Context: an optimization exercise on an open-source flow, tuned for small area, a short achievable clock period and few clock cycles. The choices shown serve that exercise and are no tape-out recipe. The RTL was checked by simulation tests, not by an equivalence proof against the original design.

[design/flow/run.sh]
#!/bin/bash
# synth_recipe.tcl (not shown) runs the flow's synth.tcl, then flattens the netlist and writes it again
# the make line also repeats each setting of config.mk as NAME=value (left out here)
make -C /OpenROAD-flow-scripts/flow DESIGN_CONFIG=/design/flow/config.mk WORK_HOME=/design/flow/orfs CLKGATE_MAP_FILE= SYNTH_SCRIPT=/design/flow/synth_recipe.tcl finish
[design/flow/config.mk]
export PLATFORM = sky130hd
export DESIGN_NAME = ecc_point_add
export DESIGN_NICKNAME = ecc_point_add
export VERILOG_FILES = /design/flow/design.v
export SDC_FILE = /design/flow/constraint.sdc
export NUM_CORES = 4
export LEC_CHECK = 0
export CAP_MARGIN = 20
export CORE_MARGIN = 2
export CORE_UTILIZATION = 40
export PLACE_DENSITY = 0.6
export SETUP_SLACK_MARGIN = 4
export SLEW_MARGIN = 20
[design/flow/constraint.sdc]
create_clock -name core_clock -period 10.0 [get_ports {i_clk}]
set_input_delay 2.0000 -clock core_clock [delete_from_list [all_inputs] [get_ports {i_clk}]]
set_output_delay 2.0000 -clock core_clock [all_outputs]
set_load 0.01 [all_outputs]
[design/flow/design.v]
package ecc_pkg;
    localparam int MUL_CYCLES = 16;
endpackage
`timescale 1ns/1ps
module ecc_sign7 (
    input  logic [6:0] i_x,
    input  logic [6:0] i_y,
    output logic       o_s
);
    logic [5:0] g0, p0;
    logic [5:0] g1, p1;
    logic [5:0] g2, p2;
    logic       c6;
    assign g0 = i_x[5:0] & i_y[5:0];
    assign p0 = i_x[5:0] | i_y[5:0];
    assign g1[0] = g0[0];
    assign p1[0] = p0[0];
    assign g1[5:1] = g0[5:1] | (p0[5:1] & g0[4:0]);
    assign p1[5:1] = p0[5:1] & p0[4:0];
    assign g2[1:0] = g1[1:0];
    assign p2[1:0] = p1[1:0];
    assign g2[5:2] = g1[5:2] | (p1[5:2] & g1[3:0]);
    assign p2[5:2] = p1[5:2] & p1[3:0];
    assign c6 = g2[5] | (p2[5] & g2[1]);
    assign o_s = i_x[6] ^ i_y[6] ^ c6;
endmodule
module ecc_qsel (
    input  logic [6:0] i_x,
    input  logic [6:0] i_y,
    input  logic [6:0] i_npt,
    output logic [1:0] o_q
);
    logic [6:0] as, ac, bs, bc;
    logic       n0, n1, n2;
    assign as = i_x ^ i_y ^ 7'd5;
    assign ac = {(i_x[5:0] & i_y[5:0]) | ((i_x[5:0] | i_y[5:0]) & 6'b000101), 1'b0};
    assign bs = i_x ^ i_y ^ i_npt;
    assign bc = {(i_x[5:0] & i_y[5:0]) | (i_x[5:0] & i_npt[5:0]) | (i_y[5:0] & i_npt[5:0]), 1'b0};
    ecc_sign7 s0_i (.i_x(as),  .i_y(ac),  .o_s(n0));
    ecc_sign7 s1_i (.i_x(i_x), .i_y(i_y), .o_s(n1));
    ecc_sign7 s2_i (.i_x(bs),  .i_y(bc),  .o_s(n2));
    always_comb begin
        if (!n2)      o_q = 2'd3;
        else if (!n1) o_q = 2'd2;
        else if (!n0) o_q = 2'd1;
        else          o_q = 2'd0;
    end
endmodule
module ecc_mul_r4 (
    input  logic [31:0] i_p,
    input  logic [33:0] i_zs,
    input  logic [33:0] i_zc,
    input  logic [31:0] i_pp1,
    input  logic [31:0] i_pp0,
    input  logic [4:0]  i_t1,
    input  logic [3:0]  i_t0,
    output logic [33:0] o_zs,
    output logic [33:0] o_zc
);
    logic [6:0]  npt;
    logic [6:0]  e1x, e1y, e1z, e1s, e1c;
    logic [6:0]  f1, f2, f3, f4, g1s, g1c, g2s, g2c;
    logic [6:0]  v1m_h, v1p_h, v1t_h;
    logic [6:0]  hms, hmc, hps, hpc, hts, htc;
    logic [1:0]  q1, q2;                
    logic [1:0]  q2m, q2z, q2p, q2t;
    logic [33:0] v1, v2;
    logic        cin1, cin2;
    logic [33:0] t1s, t1c, t2s, t2c, t3s, t3c, t4s, t4c;
    assign npt = ~{3'b000, i_p[31:28]};
    assign e1x = i_zs[33:27];
    assign e1y = i_zc[33:27];
    assign e1z = {3'b000, i_t1[4:1]};
    assign e1s = e1x ^ e1y ^ e1z;
    assign e1c = {(e1x[5:0] & e1y[5:0]) | (e1x[5:0] & e1z[5:0]) | (e1y[5:0] & e1z[5:0]), 1'b0};
    ecc_qsel q1_i (.i_x(e1s), .i_y(e1c), .i_npt(npt), .o_q(q1));
    assign f1 = i_zs[32:26];
    assign f2 = i_zc[32:26];
    assign f3 = {2'b00, i_t1};
    assign f4 = {3'b000, i_t0};
    assign g1s = f1 ^ f2 ^ f3;
    assign g1c = {(f1[5:0] & f2[5:0]) | (f1[5:0] & f3[5:0]) | (f2[5:0] & f3[5:0]), 1'b0};
    assign g2s = g1s ^ g1c ^ f4;
    assign g2c = {(g1s[5:0] & g1c[5:0]) | (g1s[5:0] & f4[5:0]) | (g1c[5:0] & f4[5:0]), 1'b0};
    assign v1m_h = {2'b00, i_p[31:27]};
    assign v1p_h = {2'b11, ~i_p[31:27]};
    assign v1t_h = {1'b1, ~i_p[31:26]};
    assign hms = g2s ^ g2c ^ v1m_h;
    assign hmc = {(g2s[5:0] & g2c[5:0]) | (g2s[5:0] & v1m_h[5:0]) | (g2c[5:0] & v1m_h[5:0]), 1'b0};
    assign hps = g2s ^ g2c ^ v1p_h;
    assign hpc = {(g2s[5:0] & g2c[5:0]) | (g2s[5:0] & v1p_h[5:0]) | (g2c[5:0] & v1p_h[5:0]), 1'b0};
    assign hts = g2s ^ g2c ^ v1t_h;
    assign htc = {(g2s[5:0] & g2c[5:0]) | (g2s[5:0] & v1t_h[5:0]) | (g2c[5:0] & v1t_h[5:0]), 1'b0};
    ecc_qsel q2m_i (.i_x(hms), .i_y(hmc), .i_npt(npt), .o_q(q2m));
    ecc_qsel q2z_i (.i_x(g2s), .i_y(g2c), .i_npt(npt), .o_q(q2z));
    ecc_qsel q2p_i (.i_x(hps), .i_y(hpc), .i_npt(npt), .o_q(q2p));
    ecc_qsel q2t_i (.i_x(hts), .i_y(htc), .i_npt(npt), .o_q(q2t));
    always_comb begin
        case (q1)
            2'd0:    q2 = q2m;
            2'd1:    q2 = q2z;
            2'd2:    q2 = q2p;
            default: q2 = q2t;
        endcase
    end
    always_comb begin
        case (q1)
            2'd0:    v1 = {1'b0, i_p, 1'b0};
            2'd1:    v1 = '0;
            2'd2:    v1 = ~{1'b0, i_p, 1'b0};
            default: v1 = ~{i_p, 2'b00};
        endcase
        case (q2)
            2'd0:    v2 = {2'b00, i_p};
            2'd1:    v2 = '0;
            2'd2:    v2 = ~{2'b00, i_p};
            default: v2 = ~{1'b0, i_p, 1'b0};
        endcase
    end
    assign cin1 = q1[1];
    assign cin2 = q2[1];
    logic [33:0] x1, x2, x3, x4;
    assign x1 = {i_zs[31:0], 2'b00};
    assign x2 = {i_zc[31:0], 2'b00};
    assign x3 = {1'b0, i_pp1, 1'b0};
    assign x4 = {2'b00, i_pp0};
    assign t1s = x1 ^ x2 ^ x3;
    assign t1c = {(x1[32:0] & x2[32:0]) | (x1[32:0] & x3[32:0]) | (x2[32:0] & x3[32:0]), 1'b0};
    assign t2s = t1s ^ t1c ^ x4;
    assign t2c = {(t1s[32:0] & t1c[32:0]) | (t1s[32:0] & x4[32:0]) | (t1c[32:0] & x4[32:0]), 1'b0};
    assign t3s = t2s ^ t2c ^ v1;
    assign t3c = {(t2s[32:0] & t2c[32:0]) | (t2s[32:0] & v1[32:0]) | (t2c[32:0] & v1[32:0]), cin1};
    assign t4s = t3s ^ t3c ^ v2;
    assign t4c = {(t3s[32:0] & t3c[32:0]) | (t3s[32:0] & v2[32:0]) | (t3c[32:0] & v2[32:0]), cin2};
    assign o_zs = t4s;
    assign o_zc = t4c;
endmodule
module ecc_mod_conv (
    input  logic [31:0] i_p,
    input  logic [33:0] i_u,
    input  logic [33:0] i_w,
    input  logic        i_cin,
    output logic [31:0] o_r
);
    logic [33:0] cs, cc, d0, d1, pp;
    assign pp = {2'b00, i_p};
    assign cs = i_u ^ i_w ^ pp;
    assign cc = {(i_u[32:0] & i_w[32:0]) | (i_u[32:0] & pp[32:0]) | (i_w[32:0] & pp[32:0]), 1'b0};
    assign d0 = i_u + i_w + {33'd0, i_cin};
    assign d1 = cs + cc + {33'd0, i_cin};
    assign o_r = d0[33] ? d1[31:0] : d0[31:0];
endmodule
`timescale 1ns/1ps
module ecc_point_add #(
    parameter int WIDTH = 32
) (
    input  logic             i_clk,
    input  logic             i_rst_n,
    input  logic             i_start,
    input  logic [WIDTH-1:0] i_p,
    input  logic [WIDTH-1:0] i_x1,
    input  logic [WIDTH-1:0] i_y1,
    input  logic [WIDTH-1:0] i_x2,
    input  logic [WIDTH-1:0] i_y2,
    output logic [WIDTH-1:0] o_x3,
    output logic [WIDTH-1:0] o_y3,
    output logic [WIDTH-1:0] o_z3,
    output logic             o_done
);
    localparam int NF = 24;
    localparam int F_SUBH   = 0;    
    localparam int F_SUBR   = 1;    
    localparam int F_M1L1   = 2;    
    localparam int F_M2L1   = 3;    
    localparam int F_CV1HH  = 4;    
    localparam int F_CV2RR  = 5;    
    localparam int F_M1L2   = 6;    
    localparam int F_M2L2   = 7;    
    localparam int F_CV1HHH = 8;    
    localparam int F_CV2V   = 9;    
    localparam int F_M1L3   = 10;   
    localparam int F_S36    = 11;   
    localparam int F_S37    = 12;   
    localparam int F_S39    = 13;   
    localparam int F_M2L3   = 14;   
    localparam int F_CV1W   = 15;   
    localparam int F_CV2RT  = 16;   
    localparam int F_FIN    = 17;   
    localparam int F_DSH    = 18;   
    localparam int F_DX     = 19;   
    localparam int F_DY     = 20;   
    localparam int F_DH     = 21;   
    localparam int F_M1     = 22;   
    localparam int F_M2     = 23;   
    function automatic logic [NF-1:0] decode(input logic [5:0] tt);
        logic [NF-1:0] f;
        f = '0;
        f[F_SUBH]   = (tt == 6'd0);
        f[F_SUBR]   = (tt == 6'd1);
        f[F_M1L1]   = (tt >= 6'd1)  && (tt <= 6'd16);
        f[F_M2L1]   = (tt >= 6'd2)  && (tt <= 6'd17);
        f[F_CV1HH]  = (tt == 6'd17);
        f[F_CV2RR]  = (tt == 6'd18);
        f[F_M1L2]   = (tt >= 6'd18) && (tt <= 6'd33);
        f[F_M2L2]   = (tt >= 6'd19) && (tt <= 6'd34);
        f[F_CV1HHH] = (tt == 6'd34);
        f[F_CV2V]   = (tt == 6'd35);
        f[F_M1L3]   = (tt >= 6'd35) && (tt <= 6'd50);
        f[F_S36]    = (tt == 6'd36);
        f[F_S37]    = (tt == 6'd37) || (tt == 6'd38);
        f[F_S39]    = (tt == 6'd39);
        f[F_M2L3]   = (tt >= 6'd40) && (tt <= 6'd55);
        f[F_CV1W]   = (tt == 6'd51);
        f[F_CV2RT]  = (tt == 6'd56);
        f[F_FIN]    = (tt == 6'd57);
        f[F_M1]     = f[F_M1L1] | f[F_M1L2] | f[F_M1L3];
        f[F_M2]     = f[F_M2L1] | f[F_M2L2] | f[F_M2L3];
        decode = f;
    endfunction
    logic          start_d, busy, done_q, dn;
    logic [5:0]    t;
    logic [1:0]    dph;
    logic [NF-1:0] f;
    logic          accept, stall, finish;
    logic          busy_n, dn_n;
    logic [5:0]    t_n;
    logic [1:0]    dph_n;
    logic [NF-1:0] f_n;
    logic [31:0] p_q, x1_q, y1_q, h_q, r_q, x3_q, y3_q;
    logic [33:0] zs1_q, zc1_q, zs2_q, zc2_q;
    assign accept = i_start & ~start_d & ~busy;
    assign stall  = f[F_SUBR] & ~p_q[31];
    assign finish = (f[F_FIN] | f[F_DH]) & p_q[0];
    always_comb begin
        busy_n = busy;
        dn_n   = dn;
        t_n    = t;
        dph_n  = dph;
        if (accept) begin
            busy_n = 1'b1;
            dn_n   = 1'b0;
            t_n    = '0;
        end else if (busy) begin
            if (finish) begin
                busy_n = 1'b0;
                dn_n   = 1'b0;
            end else if (f[F_FIN] | dn) begin
                dn_n  = 1'b1;
                dph_n = (f[F_FIN] | f[F_DH]) ? 2'd0 : dph + 2'd1;
            end else if (!stall) begin
                t_n = t + 6'd1;
            end
        end
        f_n = '0;
        if (busy_n && !dn_n) f_n = decode(t_n);
        if (busy_n && dn_n) begin
            f_n[F_DSH] = (dph_n == 2'd0);
            f_n[F_DX]  = (dph_n == 2'd1);
            f_n[F_DY]  = (dph_n == 2'd2);
            f_n[F_DH]  = (dph_n == 2'd3);
        end
    end
    always_ff @(posedge i_clk or negedge i_rst_n) begin
        if (!i_rst_n) begin
            start_d <= 1'b0;
            busy    <= 1'b0;
            dn      <= 1'b0;
            done_q  <= 1'b0;
            t       <= '0;
            dph     <= '0;
            f       <= '0;
        end else begin
            start_d <= i_start;
            busy    <= busy_n;
            dn      <= dn_n;
            t       <= t_n;
            dph     <= dph_n;
            f       <= f_n;
            if (accept)      done_q <= 1'b0;
            else if (finish) done_q <= 1'b1;
        end
    end
    logic        go;
    logic [31:0] cv_r;
    logic [31:0] x3_d, h_d, y1_d, y3_d, x1_d, r_d;
    assign go = ~stall;
    always_comb begin
        x3_d = x3_q;
        if (f[F_SUBH] | f[F_CV1HH] | f[F_CV1HHH] | f[F_DX]) x3_d = cv_r;
        else if (f[F_M1L1] & go)                           x3_d = {x3_q[29:0], 2'b00};
        else if (f[F_FIN])                                 x3_d = y3_q;
        h_d = h_q;
        if (f[F_SUBH] | f[F_DH]) h_d = cv_r;
        else if (f[F_M1L2])      h_d = {h_q[29:0], h_q[31:30]};
        y3_d = y3_q;
        if ((f[F_SUBR] & go) | f[F_CV2RR] | f[F_S36] | f[F_S37] | f[F_FIN] | f[F_DY]) y3_d = cv_r;
        else if (f[F_M2L1])                                                          y3_d = {y3_q[29:0], 2'b00};
        r_d = r_q;
        if (f[F_SUBR] & go)  r_d = cv_r;
        else if (f[F_M2L3])  r_d = {r_q[29:0], 2'b00};
        if (!busy) begin
            x1_d = i_x1;
            y1_d = i_y1;
        end else begin
            x1_d = x1_q;
            if (f[F_CV2V] | f[F_S39] | f[F_CV2RT]) x1_d = cv_r;
            else if (f[F_M2L2])                    x1_d = {x1_q[29:0], 2'b00};
            y1_d = y1_q;
            if (f[F_CV1W])      y1_d = cv_r;
            else if (f[F_M1L3]) y1_d = {y1_q[29:0], 2'b00};
        end
    end
    logic        g1h_hi, g1x_hi, g1h_lo, g1x_lo, b1_hi, b1_lo;
    logic        g2r_hi, g2x_hi, g2a_hi, g2r_lo, g2x_lo, g2a_lo, b2_hi, b2_lo;
    logic [4:0]  at1, at2;
    logic [31:0] m1_pp1, m1_pp0, m2_pp1, m2_pp0;
    logic [33:0] m1_zs, m1_zc, m2_zs, m2_zc;
    always_ff @(posedge i_clk or negedge i_rst_n) begin
        if (!i_rst_n) begin
            g1h_hi <= 1'b0; g1x_hi <= 1'b0; g1h_lo <= 1'b0; g1x_lo <= 1'b0;
            b1_hi  <= 1'b0; b1_lo  <= 1'b0;
            g2r_hi <= 1'b0; g2x_hi <= 1'b0; g2a_hi <= 1'b0;
            g2r_lo <= 1'b0; g2x_lo <= 1'b0; g2a_lo <= 1'b0;
            b2_hi  <= 1'b0; b2_lo  <= 1'b0;
        end else begin
            g1h_hi <= f_n[F_M1L1] & x3_d[31];
            g1h_lo <= f_n[F_M1L1] & x3_d[30];
            g1x_hi <= (f_n[F_M1L2] & h_d[31]) | (f_n[F_M1L3] & y1_d[31]);
            g1x_lo <= (f_n[F_M1L2] & h_d[30]) | (f_n[F_M1L3] & y1_d[30]);
            b1_hi  <= (f_n[F_M1L1] & x3_d[31]) | (f_n[F_M1L2] & h_d[31]) | (f_n[F_M1L3] & y1_d[31]);
            b1_lo  <= (f_n[F_M1L1] & x3_d[30]) | (f_n[F_M1L2] & h_d[30]) | (f_n[F_M1L3] & y1_d[30]);
            g2r_hi <= f_n[F_M2L1] & y3_d[31];
            g2r_lo <= f_n[F_M2L1] & y3_d[30];
            g2x_hi <= f_n[F_M2L2] & x1_d[31];
            g2x_lo <= f_n[F_M2L2] & x1_d[30];
            g2a_hi <= f_n[F_M2L3] & r_d[31];
            g2a_lo <= f_n[F_M2L3] & r_d[30];
            b2_hi  <= (f_n[F_M2L1] & y3_d[31]) | (f_n[F_M2L2] & x1_d[31]) | (f_n[F_M2L3] & r_d[31]);
            b2_lo  <= (f_n[F_M2L1] & y3_d[30]) | (f_n[F_M2L2] & x1_d[30]) | (f_n[F_M2L3] & r_d[30]);
        end
    end
    always_ff @(posedge i_clk) begin
        at1 <= f_n[F_M1L1] ? h_d[31:27] : x3_d[31:27];
        if (f_n[F_M2L1])      at2 <= r_d[31:27];
        else if (f_n[F_M2L2]) at2 <= x3_d[31:27];
        else                  at2 <= x1_d[31:27];
    end
    assign m1_pp1 = ({32{g1h_hi}} & h_q) | ({32{g1x_hi}} & x3_q);
    assign m1_pp0 = ({32{g1h_lo}} & h_q) | ({32{g1x_lo}} & x3_q);
    assign m2_pp1 = ({32{g2r_hi}} & r_q) | ({32{g2x_hi}} & x3_q) | ({32{g2a_hi}} & x1_q);
    assign m2_pp0 = ({32{g2r_lo}} & r_q) | ({32{g2x_lo}} & x3_q) | ({32{g2a_lo}} & x1_q);
    ecc_mul_r4 mul1_i (
        .i_p   (p_q),
        .i_zs  (zs1_q),
        .i_zc  (zc1_q),
        .i_pp1 (m1_pp1),
        .i_pp0 (m1_pp0),
        .i_t1  (at1 & {5{b1_hi}}),
        .i_t0  (at1[4:1] & {4{b1_lo}}),
        .o_zs  (m1_zs),
        .o_zc  (m1_zc)
    );
    ecc_mul_r4 mul2_i (
        .i_p   (p_q),
        .i_zs  (zs2_q),
        .i_zc  (zc2_q),
        .i_pp1 (m2_pp1),
        .i_pp0 (m2_pp0),
        .i_t1  (at2 & {5{b2_hi}}),
        .i_t0  (at2[4:1] & {4{b2_lo}}),
        .o_zs  (m2_zs),
        .o_zc  (m2_zc)
    );
    logic [33:0] cv_u, cv_w;
    logic        cv_cin;
    always_comb begin
        cv_u   = {2'b00, x1_q};
        cv_w   = ~{2'b00, y1_q};
        cv_cin = 1'b1;
        if (f[F_SUBH]) begin
            cv_u = zs1_q;
            cv_w = ~{2'b00, x1_q};
        end else if (f[F_SUBR]) begin
            cv_u = zs2_q;
            cv_w = ~{2'b00, y1_q};
        end else if (f[F_CV1HH] | f[F_CV1HHH] | f[F_CV1W]) begin
            cv_u   = zs1_q;
            cv_w   = zc1_q;
            cv_cin = 1'b0;
        end else if (f[F_CV2RR] | f[F_CV2V] | f[F_CV2RT]) begin
            cv_u   = zs2_q;
            cv_w   = zc2_q;
            cv_cin = 1'b0;
        end else if (f[F_S36]) begin
            cv_u = {2'b00, y3_q};
            cv_w = ~{2'b00, x3_q};
        end else if (f[F_S37]) begin
            cv_u = {2'b00, y3_q};
            cv_w = ~{2'b00, x1_q};
        end else if (f[F_S39]) begin
            cv_u = {2'b00, x1_q};
            cv_w = ~{2'b00, y3_q};
        end else if (f[F_DX]) begin
            cv_u = {2'b00, x3_q};
            cv_w = ~{2'b00, p_q};
        end else if (f[F_DY]) begin
            cv_u = {2'b00, y3_q};
            cv_w = ~{2'b00, p_q};
        end else if (f[F_DH]) begin
            cv_u = {2'b00, h_q};
            cv_w = ~{2'b00, p_q};
        end
    end
    ecc_mod_conv conv_i (
        .i_p   (p_q),
        .i_u   (cv_u),
        .i_w   (cv_w),
        .i_cin (cv_cin),
        .o_r   (cv_r)
    );
    always_ff @(posedge i_clk) begin
        x1_q <= x1_d;
        y1_q <= y1_d;
        if (!busy) begin
            p_q   <= i_p;
            zs1_q <= {2'b00, i_x2};
            zc1_q <= '0;
            zs2_q <= {2'b00, i_y2};
            zc2_q <= '0;
        end else begin
            if (stall)           p_q <= {p_q[30:0], 1'b0};
            else if (f[F_DSH])   p_q <= {1'b0, p_q[31:1]};
            if (f[F_SUBH] | f[F_CV1HH] | f[F_CV1HHH] | f[F_CV1W]) begin
                zs1_q <= '0;
                zc1_q <= '0;
            end else if (f[F_M1] & go) begin
                zs1_q <= m1_zs;
                zc1_q <= m1_zc;
            end
            if ((f[F_SUBR] & go) | f[F_CV2RR] | f[F_CV2V] | f[F_CV2RT]) begin
                zs2_q <= '0;
                zc2_q <= '0;
            end else if (f[F_M2]) begin
                zs2_q <= m2_zs;
                zc2_q <= m2_zc;
            end
        end
        if (busy) begin
            h_q  <= h_d;
            r_q  <= r_d;
            x3_q <= x3_d;
            y3_q <= y3_d;
        end
    end
    assign o_x3   = x3_q;
    assign o_y3   = y3_q;
    assign o_z3   = h_q;
    assign o_done = done_q;
endmodule
==> impl.org, run 1 <==
** Run status
- The flow ran to the end and the layout has no timing, DRC or antenna violations.

** Timing
- After layout, the minimum clock period comes to 6.30 ns.
- At the pin with the least slew margin, the transition time is 1.22 ns.
- The final count of pins violating max slew is 0.
- Normalized max-slew margin :: 0.187
- Final Setup Violations :: 0
- In the finished design, the share of the clock period the worst path needs comes to 0.630.
- Setup repair after global routing missed its margin :: yes
- Adding up every negative setup slack in the final design gives 0 ns.
- Static timing analysis puts the maximum clock frequency at 159 MHz.
- On the final layout, the worst clock skew is 0.0497 ns.
- The count of endpoints failing hold in the final timing report was 0.

** Critical path
- Data arrival time of the critical path :: 6.67 ns
- Along the worst path, the maximum fanout reaches 15.
- Setup Crit Path Kind :: register to register
- STA classifies the critical path startpoint as a register.
- STA classifies the critical path endpoint as a register.
- Data required time at the worst endpoint :: 10.38 ns

** Route
- After detailed routing, the number of remaining DRC violations is 0.
- The detailed router finished its first iteration with 6,099 violations.
- Via Count :: 42.2k
- Summed over all layers, the routed wires come to 204 mm.
- In the final routed layout, each cell accounts on average for 31.2 microns.
- The first detailed-routing pass took 12 iterations.
- Using the TritonRoute via totals, the vias-per-cell ratio works out to 6.45.
- ANT nets after route :: 0

** Placed design
- After detailed placement, the total cell area comes to 0.0471 sq mm.
- IO Port Bufs :: 259
- Placer congestion estimate :: 1.05
- After legalization and detailed placement, the total HPWL measured 151 mm.
- Once placement completed, the tool counted placed cells totaling 6,275.

** Final layout
- Non-filler instance count after layout :: 6,546
- After the last flow step, the layout net total stands at 5,815.
- For this run, the share of the core covered by cells in the final layout is 0.494.
- The area growth from synthesis to layout is 22.4%.
- Area of all placed cells without fillers :: 0.0529 sq mm
- Proportion of layout cells with a drive suffix above 1 :: 0.164

** Synthesis
- The synthesized design contains 281 enable-type register cells.
- During synthesis, Yosys emitted a total of 3 warnings.
- For this run, asynchronously set or reset flops after synthesis account for 0.119.
- The synthesized design spends more area on one cell type than any other, namely sky130_fd_sc_hd__edfxtp_1.
- Net count of the mapped netlist :: 5,598
- Cell types occupying the most area after synthesis :: sky130_fd_sc_hd__edfxtp_1, sky130_fd_sc_hd__fa_1, sky130_fd_sc_hd__ha_1
- Mapped cell area :: 0.0432 sq mm
- Main flop type after synthesis :: sky130_fd_sc_hd__edfxtp_1
- Sequential element share of the synthesized area :: 0.266
- In this run, distinct cell masters in the synthesized netlist total 85.
- Cell count after synthesis :: 4,883
- Synthesis-stage register bit count :: 420
- Fraction of synthesized cell area taken by the top area cell type :: 0.195
- Mapped Avg Cell Area :: 8.84 sq um

** GRT
- The first global-routing pass estimated 287 mm of wire.
- Congestion Overflow GR :: 0
- Largest net degree at the start of global routing :: 71
- In the global route stage, overall resource usage came out at 0.356.
- The number of global-route vias before repair came to 39.8k.
- The number of antenna violations at the first check in global routing is 8.

** CTS
- Later-pin clock latency in the skew report :: 0.65 ns
- Clock-pin slew on the worst setup and hold paths :: 0.06 ns
- Cell at the root of the clock tree :: sky130_fd_sc_hd__clkbuf_16
- CTS Hold Buffers Added :: 0
- Clock tree synthesis inserted a total of 50 buffers.
- Level count of the clock H-tree :: 2
- Total clock sinks :: 420
- Counting along the longest clock path gives a buffer depth of 3.
- TritonCTS built the clock tree.

** Floorplan
- 260 I/O pins were placed.
- From bottom edge to top edge, the die measures 333 microns.
- The region available for standard cell placement spans 0.107 sq mm.
- The initial utilization of the core area, before any placement, comes to 0.403.
- Std cell rows :: 120
- The die covers 0.111 sq mm.
- From left edge to right edge, the die measures 333 microns.

** Hold path
- Class of the tightest hold or removal check :: register to register

** Flow run
- Max_cap viols :: 0
## critical path, stage by stage, from the launching register on
cell	delay, ns
sky130_fd_sc_hd__edfxtp_1	0.49
sky130_fd_sc_hd__inv_2	0.10
sky130_fd_sc_hd__fa_1	0.46
sky130_fd_sc_hd__fa_2	0.63
sky130_fd_sc_hd__fa_2	0.49
sky130_fd_sc_hd__buf_6	0.15
sky130_fd_sc_hd__fa_1	0.49
sky130_fd_sc_hd__nor3_1	0.05
sky130_fd_sc_hd__maj3_2	0.33
sky130_fd_sc_hd__maj3_2	0.31
sky130_fd_sc_hd__maj3_1	0.36
sky130_fd_sc_hd__o21ai_2	0.15
sky130_fd_sc_hd__xnor2_1	0.16
sky130_fd_sc_hd__nor3_1	0.09
sky130_fd_sc_hd__o31a_2	0.39
sky130_fd_sc_hd__buf_12	0.14
sky130_fd_sc_hd__or2_4	0.30
sky130_fd_sc_hd__buf_16	0.19
sky130_fd_sc_hd__a2bb2oi_2	0.15
sky130_fd_sc_hd__fa_2	0.56
sky130_fd_sc_hd__o2bb2ai_1	0.06
## final cells by class
type	count	area, sq um
Clock buffer	61	1370
Fill cell	10000	54200
Clock inverter	33	427
Timing Repair Buffer	550	5440
Antenna cell	1	2.50
Multi-Input combinational cell	3592	30500
Tap cell	1403	1760
Sequential cell	420	11500
Inverter	486	1840
## cells in the mapped netlist (all sizes together) (33+ instances only)
master,instances
xnor2,99
a31oi,43
maj3,33
a211oi,137
a21oi,454
xor2,36
o2bb2ai,64
buf,54
ha,194
o21a,46
nand3,92
dfxtp,89
nor2,429
inv,485
clkbuf,333
edfxtp,281
a222oi,64
fa,358
a22oi,109
a221oi,33
dfrtp,50
nand2,365
o211ai,36
o21ai,284
a22o,57
a21o,50
mux2i,148
and3,36
nor3,67
## per-layer routing
metal / track usage / vias up / part of all wire
li1: - / 17800 / -
met1: 0.512 / 20800 / 0.41
met2: 0.492 / 3094 / 0.40
met3: 0.129 / 443 / 0.15
met4: 0.108 / 8 / 0.036
met5: 0.00695 / - / 0.00069
## registers in the layout, indices dropped and copies added, names as in the netlist, 32 cells and up
| register | count |
|---|---|
| h_q | 32 |
| p_q | 32 |
| r_q | 32 |
| x1_q | 32 |
| x3_q | 32 |
| y1_q | 32 |
| y3_q | 32 |
| zc1_q | 34 |
| zc2_q | 34 |
| zs1_q | 34 |
| zs2_q | 34 |
## path summary, 6_finish.rpt
check                          start   endpoint  slack (ns)  cells past startpoint
max                        zs1_q[27]  zs1_q[17]        3.70                     20
min                        zc1_q[22]  zc1_q[22]        0.50                      2
max reg2reg                zs1_q[27]  zs1_q[17]        3.70                     20
min reg2reg                zc1_q[22]  zc1_q[22]        0.50                      2
max in group asynchronous    i_rst_n       f[1]        7.97                      2
min in group asynchronous    i_rst_n      f[19]        1.49                      2
## layout by cell type, fill, tap and decap left out, drive strengths merged, types with 67 or more instances in the layout
master	instances
inv	489
nor2	430
mux2i	148
buf	288
nor3	67
clkdlybuf4s50	258
xnor2	99
a22oi	109
o21ai	284
a211oi	137
dfxtp	89
a21oi	454
fa	358
nand2	365
ha	194
nand3	92
edfxtp	281
## through the flow
stage / hold slack (ns) / setup WS, ns
after floorplan: 0.444 / 3.98
after global placement: 0.500 / 2.55
after detailed placement: 0.508 / 2.50
after CTS: 0.499 / 3.66
after global routing: 0.504 / 3.54
final: 0.496 / 3.70
## cell families after synthesis
kind of cell    count (synthesis)  synth area share
compound gates               1556             0.244
buf+inv                       873            0.0777
mux                           160            0.0374
simple gates                 1154             0.118
flops                         420             0.266
fa+ha+maj                     585             0.230
xor+xnor                      135            0.0274
## what timing repair did
action	CTS	global route
gates cloned	12	4
buffers inserted	76	84
endpoints found under the setup margin	348	345
resized for setup	255	314
pin swaps	103	139
Testbench counts, summed over its fixed seeds: cycles 11,328.
==> run 2: changes to the inputs <==
--- a/design/flow/config.mk
+++ b/design/flow/config.mk
@@ -9,5 +9,4 @@
 export CORE_MARGIN = 2
 export CORE_UTILIZATION = 40
 export PLACE_DENSITY = 0.6
-export SETUP_SLACK_MARGIN = 4
 export SLEW_MARGIN = 20
==> run 2 against run 1 <==
Net effect: highest routed layer unchanged; worst setup slack worse by 1.5 ns; critical path depth shrank 1; critical endpoint is now zs1_q[3]; clock-buffer cell count up 3; clock skew decreased by 0.0097 ns; sequential share of layout area rose by 1.7 points; via count shrank 2.9%.
==> impl.org, run 2 <==
** Route
- For this block, the initial DRC count from the detailed router was 6,491.
- In the final routed layout, each cell accounts on average for 31.3 microns.
- Vias per cell :: 6.41
- Summed over all layers, the routed wires come to 200 mm.
- Number of remaining DRC errors :: 0
- Before antenna repair, the detailed router went through 11 iterations.
- The count of nets left with antenna violations once routing finished came out at 0.
- Across all layers, the routed design uses 41.0k vias.

** GRT
- Number of global-route vias before repair :: 38.8k
- For this run, the total global-route usage over all layers was measured as 0.353.
- Initial antenna violation count :: 6
- Largest net degree at the start of global routing :: 99
- Global routing finished with a remaining overflow of 0.
- Global-route wire length before repair :: 285 mm

** Final layout
- Sequential standard cell area :: 0.0115 sq mm
- Leading cell types in the layout, fill and taps excluded :: sky130_fd_sc_hd__inv_1, sky130_fd_sc_hd__a21oi_1, sky130_fd_sc_hd__nor2_1, sky130_fd_sc_hd__nand2_1, sky130_fd_sc_hd__fa_1
- Commonest non-fill, non-tap cell in the layout :: sky130_fd_sc_hd__inv_1
- Number of fill cells :: 10.3k
- Diodes inserted :: 0
- Proportion of layout cells with a drive suffix above 1 :: 0.0640
- Summing all multi-input logic gate instances after layout gives 0.0285 sq mm.
- At the end of the flow, the number of nets in the layout was 5,657.
- The area growth from synthesis to layout is 13.4%.

** CTS
- Cell at the root of the clock tree :: sky130_fd_sc_hd__clkbuf_16
- After clock tree synthesis, the clock-pin slew on the worst setup and hold paths is 0.06 ns.
- TritonCTS built the clock tree.
- Clock tree synthesis found a total of 420 sinks.
- The number of clock buffers added by TritonCTS is 53.
- Number of buffers between clock root and the deepest sink :: 3
- The number of hold buffers added after CTS was 0.
- CTS built an H-tree with a depth of 2.
- Post-CTS setup buffer count :: 0
- The later pin in the worst-skew pair is clocked with a latency of 0.66 ns.
- In this run, post-CTS repair resized a total of 0 instances.

** Synthesis
- Synthesis produced a netlist with a net count of 5,598.
- Cell types occupying the most area after synthesis :: sky130_fd_sc_hd__edfxtp_1, sky130_fd_sc_hd__fa_1, sky130_fd_sc_hd__ha_1
- Ranked by instance count, the synthesized netlist is headed by sky130_fd_sc_hd__inv_1, sky130_fd_sc_hd__a21oi_1, sky130_fd_sc_hd__nor2_1.
- Main flop type after synthesis :: sky130_fd_sc_hd__edfxtp_1
- Number of distinct library cell variants in the gate-level netlist after synthesis :: 85
- The biggest area contributor in the post-synthesis netlist is sky130_fd_sc_hd__edfxtp_1.
- Synth async-reset ratio :: 0.119
- Synthesis-stage register bit count :: 420
- Cell count after synthesis :: 4,883
- Of the post-synthesis cell area, the dominant cell type holds 0.195.
- Dividing the synthesized area by the synthesized cell count gives 8.84 sq um.
- Most instantiated library cell after synthesis :: sky130_fd_sc_hd__inv_1
- Number of enable-type register cells in the synthesized netlist :: 281
- The share of the Yosys chip area taken by registers is 0.266.
- Mapped cell area :: 0.0432 sq mm
- Warnings from Yosys :: 3

** Timing
- Measured against its own limit, the worst slew margin works out to 0.133.
- Count of final max-slew check failures :: 0
- At the pin with the least slew margin, the transition time is 1.26 ns.
- Final Critical Period :: 7.81 ns
- The count of endpoints failing hold in the final timing report was 0.
- Maximum clock frequency :: 128 MHz
- Setup violations remaining at the end of the flow were counted as 0.
- Portion of the clock cycle consumed by the worst path in the final layout :: 0.781
- In the final timing run, aggregate negative setup slack is 0 ns.
- Setup repair after global routing missed its margin :: no
- Clock skew after layout :: 0.0399 ns

** Floorplan
- From left edge to right edge, the die measures 333 microns.
- 260 I/O pins were placed.
- The floorplan step defined a core boundary enclosing 0.107 sq mm.
- Starting density of the core :: 0.403
- The die covers 0.111 sq mm.
- Vertical extent of the die :: 333 microns
- Row generation in the floorplan step produced 120 rows.

** Critical path
- Ordered list of cells on the worst path :: and2_1 -> fa_1 -> fa_1 -> inv_1 -> fa_1 -> inv_1 -> fa_1 -> a32oi_1 -> a211oi_1 -> nor4_1 -> a2111oi_0 -> nand3_1 -> o211ai_1 -> o31a_2 -> buf_4 -> or2_2 -> o22ai_1 -> fa_1 -> a22o_1
- The worst setup path is of the register to register kind.
- Top delay family on crit path :: adder cells
- Data arrival time of the critical path :: 8.21 ns
- Element type at the critical path end :: register
- Data on the critical path is required at its endpoint by 10.40 ns.
- STA classifies the critical path startpoint as a register.
- The cell that appears most often on the critical path is sky130_fd_sc_hd__fa_1.
- Maximum fanout along the worst path :: 36
- For this design, the slowest cell found on the critical path is sky130_fd_sc_hd__or2_2.
- Max stage delay on crit path :: 0.96 ns
- Buffering stage count on the worst path with inverters included :: 3

** Placed design
- During placement, the flow inserted port buffers numbering 259.
- HPWL reported at the end of detailed placement :: 154 mm
- Routability-driven placement finished with a final weighted congestion of 1.04.

** Flow run
- Max_cap viols :: 0

** Hold path
- The min-delay analysis places its worst path in the category register to register.

** Run status
- Result of the run :: no timing/DRC/antenna violations
## run 2: worst register-to-register path, cell delays in order, from the launching register on
cell                        delay, ns
sky130_fd_sc_hd__dfrtp_1         0.46
sky130_fd_sc_hd__and2_1          0.19
sky130_fd_sc_hd__fa_1            0.52
sky130_fd_sc_hd__fa_1            0.65
sky130_fd_sc_hd__inv_1           0.17
sky130_fd_sc_hd__fa_1            0.59
sky130_fd_sc_hd__inv_1           0.09
sky130_fd_sc_hd__fa_1            0.51
sky130_fd_sc_hd__a32oi_1         0.06
sky130_fd_sc_hd__a211oi_1        0.35
sky130_fd_sc_hd__nor4_1          0.09
sky130_fd_sc_hd__a2111oi_0       0.81
sky130_fd_sc_hd__nand3_1         0.15
sky130_fd_sc_hd__o211ai_1        0.22
sky130_fd_sc_hd__o31a_2          0.22
sky130_fd_sc_hd__buf_4           0.53
sky130_fd_sc_hd__or2_2           0.98
sky130_fd_sc_hd__o22ai_1         0.26
sky130_fd_sc_hd__fa_1            0.51
sky130_fd_sc_hd__a22o_1          0.22
## run 2: cell type report
type | count | share of cell area
timing repair buffer | 391 | 0.0736
multi-input combinational | 3590 | 0.582
sequential | 420 | 0.235
tap | 1403 | 0.0359
clock buffer | 64 | 0.0284
clock inverter | 35 | 0.00800
inverter | 486 | 0.0374
## run 2: cells by family (layout without fill, tap and decap cells)
family	Yosys count	in the layout	synth area share
muxes	160	160	0.0374
and+or+nand+nor	1154	1154	0.118
buffers and inverters	873	976	0.0777
xor gates and xnor gates	135	135	0.0274
AOI/OAI and AO/OA	1556	1556	0.244
adders and majority gates	585	585	0.230
DFF	420	420	0.266
## run 2: layer usage
metal,vias up,global-route usage,routed length [microns],share of wire
met5,-,0,25,0.00012
met3,346,0.128,30400,0.15
met4,4,0.0863,5390,0.027
met1,20300,0.517,84700,0.42
met2,2901,0.487,79600,0.40
li1,17500,-,-,-
## run 2: worst paths after layout
| path | startpoint | to | slack [ns] | cells past startpoint |
|---|---|---|---|---|
| worst min register to register | dph[1] | f[19] | 0.50 | 1 |
| max in group asynchronous | i_rst_n | f[0] | 7.95 | 2 |
| worst min-delay path | dph[1] | f[19] | 0.50 | 1 |
| worst max register to register | b1_hi | zs1_q[3] | 2.19 | 19 |
| min in group asynchronous | i_rst_n | start_d | 1.49 | 2 |
| worst max-delay path | b1_hi | zs1_q[3] | 2.19 | 19 |
## run 2: stage by stage
stage	hold slack [ns]	setup WS (ns)	cells	utilization	area [sq um]
6_report	0.501	2.19	6389	0.457	48900
3_3_place_gp	0.481	2.38	6290	0.441	47200
4_1_cts	0.500	2.25	6389	0.457	48900
2_1_floorplan	0.444	3.71	4883	-	43200
5_1_grt	0.522	1.78	6389	0.457	48900
3_5_place_dp	0.494	2.26	6290	0.441	47200

what the ideal ports hide:
How much do the figures lean on ideal ports? The routed layouts below were timed once more, with nothing changed but the port constraints. Step 1: set_driving_cell puts a clkbuf_16 on i_clk and a buf_2 on each other input, an assumption about the parent block. Step 2 adds t to the input delays and takes it off the output delays; t is the mean of the earliest and latest rising clock arrival at the registers after step 1. Input paths then give back, and output paths get back, about the clock's delay inside the block. Three values: ideal ports, drivers, drivers and shift; two values: the first two.
run	t (ns)	setup WS [ns]	clock arrival spread, ns
run 1	0.697	3.701 / 3.701 / 3.701	0.049 / 0.049
run 2	0.717	2.192 / 2.192 / 2.192	0.040 / 0.040
After both steps every run listed still meets setup and hold.
